This is an optimization exercise on Yosys and OpenROAD, whose aim is small area, not a production implementation. Only simulation tests tie the RTL to the original design; equivalence was not proved.

==> exp/ember: inputs <==
==> flow/design.v <==
`timescale 1ns/1ps
`default_nettype none
module sync_fifo (
    input  logic        clk,
    input  logic        rst,
    input  logic        push,
    input  logic [31:0] wdata,
    input  logic        pop,
    output logic [31:0] rdata,
    output logic        full,
    output logic        empty
);
    logic [31:0] mem [0:3];
    logic [2:0]  wr_ptr;
    logic [2:0]  rd_ptr;
    logic        do_push;
    logic        do_pop;
    assign empty   = (wr_ptr == rd_ptr);
    assign full    = (wr_ptr[1:0] == rd_ptr[1:0]) && (wr_ptr[2] != rd_ptr[2]);
    assign do_push = push && !full;
    assign do_pop  = pop && !empty;
    assign rdata   = mem[rd_ptr[1:0]];
    always_ff @(posedge clk) begin
        if (do_push) begin
            mem[wr_ptr[1:0]] <= wdata;
        end
    end
    always_ff @(posedge clk or posedge rst) begin
        if (rst) begin
            wr_ptr <= '0;
            rd_ptr <= '0;
        end else begin
            if (do_push) wr_ptr <= wr_ptr + 3'd1;
            if (do_pop)  rd_ptr <= rd_ptr + 3'd1;
        end
    end
endmodule
`default_nettype wire
`timescale 1ns/1ps
`default_nettype none
module pio_sm #(
    parameter int FIFO_DEPTH = 4
) (
    input  logic        clk,
    input  logic        rst,
    input  logic        imem_we,
    input  logic [4:0]  imem_addr,
    input  logic [15:0] imem_wdata,
    input  logic        run,
    input  logic [5:0]  cfg,
    input  logic        tx_push,
    input  logic [31:0] tx_wdata,
    output logic        tx_full,
    input  logic        rx_pop,
    output logic [31:0] rx_rdata,
    output logic        rx_empty,
    output logic [4:0]  pc
);
    logic [2:0] w_op;
    logic [2:0] w_f;
    logic [4:0] w_d;
    logic [2:0] w_s;
    logic [8:0] w_enc;
    assign w_op = imem_wdata[15:13];
    assign w_f  = imem_wdata[7:5];
    assign w_d  = imem_wdata[4:0];
    assign w_s  = imem_wdata[2:0];
    always_comb begin
        w_enc = {1'b0, 3'd6, 5'd0};   
        case (w_op)
            3'd0: w_enc = {1'b0, w_f, w_d};
            3'd3: begin
                if (w_f == 3'd1)      w_enc = {1'b1, 3'b010, w_d};
                else if (w_f == 3'd2) w_enc = {1'b1, 3'b011, w_d};
                else                  w_enc = {1'b1, 3'b100, w_d};
            end
            3'd4: w_enc = {1'b1, 3'b110, 2'b00, w_f};
            3'd5: begin
                case (w_f)
                    3'd1: w_enc = {1'b1, 3'b101, 2'b00, w_s};
                    3'd2: w_enc = {1'b1, 3'b101, 2'b01, w_s};
                    3'd6: w_enc = {1'b1, 3'b101, 2'b10, w_s};
                    3'd7: w_enc = {1'b1, 3'b101, 2'b11, w_s};
                    default: ;
                endcase
            end
            3'd7: begin
                if (w_f == 3'd1)      w_enc = {1'b1, 3'b000, w_d};
                else if (w_f == 3'd2) w_enc = {1'b1, 3'b001, w_d};
            end
            default: ;
        endcase
    end
    logic [8:0] imem [0:31];
    logic [8:0] e;
    always_ff @(posedge clk) begin
        if (imem_we) begin
            imem[imem_addr] <= w_enc;
        end
    end
    assign e = imem[pc];
    logic [31:0] x, y, isr, osr;
    logic [5:0]  shift_cnt;
    logic        tx_pop, tx_empty;
    logic [31:0] tx_head;
    logic        rx_push, rx_full;
    sync_fifo tx_fifo (
        .clk(clk), .rst(rst), .push(tx_push), .wdata(tx_wdata),
        .pop(tx_pop), .rdata(tx_head), .full(tx_full), .empty(tx_empty)
    );
    sync_fifo rx_fifo (
        .clk(clk), .rst(rst), .push(rx_push), .wdata(isr),
        .pop(rx_pop), .rdata(rx_rdata), .full(rx_full), .empty(rx_empty)
    );
    logic [2:0] sub, cond;
    logic [4:0] d;
    logic       is_jmp, is_set, is_out, is_mov, is_pp, is_pull, is_push;
    logic       fl_ifempty, fl_block;
    assign sub    = e[7:5];
    assign cond   = e[7:5];
    assign d      = e[4:0];
    assign is_jmp = !e[8];
    assign is_set = e[8] && (sub[2:1] == 2'b00);
    assign is_out = e[8] && ((sub == 3'b010) || (sub == 3'b011) || (sub == 3'b100));
    assign is_mov = e[8] && (sub == 3'b101);
    assign is_pp  = e[8] && (sub == 3'b110);
    assign is_pull    = is_pp && d[2];
    assign is_push    = is_pp && !d[2];
    assign fl_ifempty = d[1];
    assign fl_block   = d[0];
    logic [1:0] mov_dst;
    logic [2:0] mov_src;
    assign mov_dst = d[4:3];
    assign mov_src = d[2:0];
    logic [5:0] thresh;
    logic       osr_empty;
    assign thresh    = (cfg[4:0] == 5'd0) ? 6'd32 : {1'b0, cfg[4:0]};
    assign osr_empty = (shift_cnt >= thresh);
    logic pull_skip, stall, exec, pull_exec;
    assign pull_skip = is_pull && fl_ifempty && !osr_empty;
    assign stall     = is_pp && fl_block && (is_pull ? (!pull_skip && tx_empty) : rx_full);
    assign exec      = run && !stall;
    assign pull_exec = exec && is_pull && !pull_skip;
    assign tx_pop    = pull_exec;
    assign rx_push   = exec && is_push;
    logic sel_x, sel_y, sel_isr, sel_osr, sel_tx, sel_d;
    logic [31:0] v;
    assign sel_x   = (is_mov && mov_src == 3'd1)
                  || (is_jmp && (cond == 3'd1 || cond == 3'd2))
                  || (is_pull && tx_empty);
    assign sel_y   = (is_mov && mov_src == 3'd2)
                  || (is_jmp && (cond == 3'd3 || cond == 3'd4));
    assign sel_isr = is_mov && mov_src == 3'd6;
    assign sel_osr = is_mov && mov_src == 3'd7;
    assign sel_tx  = is_pull && !tx_empty;
    assign sel_d   = is_set;
    assign v = ({32{sel_x}}   & x)
             | ({32{sel_y}}   & y)
             | ({32{sel_isr}} & isr)
             | ({32{sel_osr}} & osr)
             | ({32{sel_tx}}  & tx_head)
             | ({27'd0, {5{sel_d}} & d});
    logic v_zero, cond_true;
    assign v_zero = (v == 32'd0);
    always_comb begin
        case (cond)
            3'd0:    cond_true = 1'b1;
            3'd1:    cond_true = v_zero;
            3'd2:    cond_true = !v_zero;
            3'd3:    cond_true = v_zero;
            3'd4:    cond_true = !v_zero;
            3'd5:    cond_true = (x != y);
            3'd7:    cond_true = !osr_empty;
            default: cond_true = 1'b0;
        endcase
    end
    logic jump;
    assign jump = run && is_jmp && cond_true;
    always_ff @(posedge clk or posedge rst) begin
        if (rst) begin
            pc <= '0;
        end else if (jump) begin
            pc <= d;
        end else if (exec) begin
            pc <= pc + 5'd1;
        end
    end
    logic        dir_r;
    logic [4:0]  amt;
    logic [31:0] rot, mask_lo, mask_hi, mask, shifted, shift_out;
    assign dir_r = cfg[5];
    assign amt   = dir_r ? (5'd0 - d) : d;
    logic [31:0] r0, r1, r2, r3;
    assign r0  = amt[0] ? {osr[30:0], osr[31]}  : osr;
    assign r1  = amt[1] ? {r0[29:0], r0[31:30]} : r0;
    assign r2  = amt[2] ? {r1[27:0], r1[31:28]} : r1;
    assign r3  = amt[3] ? {r2[23:0], r2[31:24]} : r2;
    assign rot = amt[4] ? {r3[15:0], r3[31:16]} : r3;
    for (genvar i = 0; i < 32; i++) begin : g_mask
        assign mask_lo[i]      = (d == 5'd0) || (5'(i) < d);
        assign mask_hi[31 - i] = mask_lo[i];
    end
    assign mask      = dir_r ? mask_hi : mask_lo;
    assign shifted   = rot & ~mask;
    assign shift_out = (dir_r ? osr : rot) & mask_lo;
    logic [6:0] cnt_sum;
    assign cnt_sum = {1'b0, shift_cnt} + {1'b0, (d == 5'd0), d};
    logic        wr_x, wr_y, wr_isr, ld_osr, sh_osr;
    logic [31:0] wdat;
    assign wr_x   = exec && ((is_jmp && cond == 3'd2)
                          || (e[8] && sub[2] == 1'b0 && sub[0] == 1'b0)    
                          || (is_mov && mov_dst == 2'b00));
    assign wr_y   = exec && ((is_jmp && cond == 3'd4)
                          || (e[8] && sub[2] == 1'b0 && sub[0] == 1'b1)    
                          || (is_mov && mov_dst == 2'b01));
    assign wr_isr = exec && ((is_mov && mov_dst == 2'b10) || is_push);
    assign ld_osr = pull_exec || (exec && is_mov && mov_dst == 2'b11);
    assign sh_osr = exec && is_out;
    assign wdat = is_out ? shift_out : (is_jmp ? v - 32'd1 : v);
    always_ff @(posedge clk or posedge rst) begin
        if (rst) begin
            x         <= '0;
            y         <= '0;
            isr       <= '0;
            osr       <= '0;
            shift_cnt <= '0;
        end else begin
            if (wr_x)   x   <= wdat;
            if (wr_y)   y   <= wdat;
            if (wr_isr) isr <= v;
            if (ld_osr) begin
                osr       <= v;
                shift_cnt <= '0;
            end else if (sh_osr) begin
                osr       <= shifted;
                shift_cnt <= (cnt_sum > 7'd32) ? 6'd32 : cnt_sum[5:0];
            end
        end
    end
endmodule
`default_nettype wire
==> flow/run.sh <==
#!/bin/bash
# synth_recipe.tcl (not shown) runs the flow's synth.tcl, then flattens the netlist and writes it again
# the make line also repeats each setting of config.mk as NAME=value (left out here)
make -C /OpenROAD-flow-scripts/flow DESIGN_CONFIG=/design/flow/config.mk WORK_HOME=/design/flow/orfs CLKGATE_MAP_FILE= SYNTH_SCRIPT=/design/flow/synth_recipe.tcl finish
==> flow/config.mk <==
export PLATFORM = sky130hd
export DESIGN_NAME = pio_sm
export DESIGN_NICKNAME = pio_sm
export VERILOG_FILES = /design/flow/design.v
export SDC_FILE = /design/flow/constraint.sdc
export NUM_CORES = 4
export LEC_CHECK = 0
export CAP_MARGIN = 20
export CORE_MARGIN = 2
export CORE_UTILIZATION = 60
export CTS_BUF_LIST = sky130_fd_sc_hd__clkbuf_4 sky130_fd_sc_hd__clkbuf_8
export SLEW_MARGIN = 20
==> flow/constraint.sdc <==
create_clock -name core_clock -period 10.0 [get_ports {clk}]
set_input_delay 2.0000 -clock core_clock [delete_from_list [all_inputs] [get_ports {clk}]]
set_output_delay 2.0000 -clock core_clock [all_outputs]
set_load 0.01 [all_outputs]
==> exp/zinc (differences from exp/ember) <==
- CORE_UTILIZATION: 60 -> 40
- CTS_BUF_LIST: sky130_fd_sc_hd__clkbuf_4 sky130_fd_sc_hd__clkbuf_8 -> not set
==> summary of the runs <==
- Die area: exp/zinc is larger than exp/ember (about 50%).
- Synthesized cell count is the same in exp/ember and exp/zinc.
- In exp/zinc the fmax is larger than in exp/ember, by about 3.7%.
- Against exp/ember, the first-iteration DRC count of exp/zinc is lower by 23%.
- exp/ember finished clean. exp/zinc completed without violations.

## port drivers added, routing unchanged
How much do the figures lean on ideal ports? The routed layouts below were timed once more, with nothing changed but the port constraints.
Step 1 sets driving cells, clkbuf_16 on the clock port and buf_2 on the other inputs (assumed; they add their load-dependent delay and slew).
Step 2 times the ports against the registers' clock, not the clock port: input delays grow and output delays shrink by t, the midpoint of the rising clock arrivals with the driver on.
a / b / c = ideal / step 1 / step 2; a / b = the first two.
| run | t (ns) | setup WS [ns] | worst setup path at the end |
|---|---|---|---|
| exp/ember | 0.759 | 2.375 / 2.375 / 2.375 | register to register |
| exp/zinc | 0.692 | 2.646 / 2.646 / 2.646 | register to register |
After both steps every run listed still meets setup and hold.
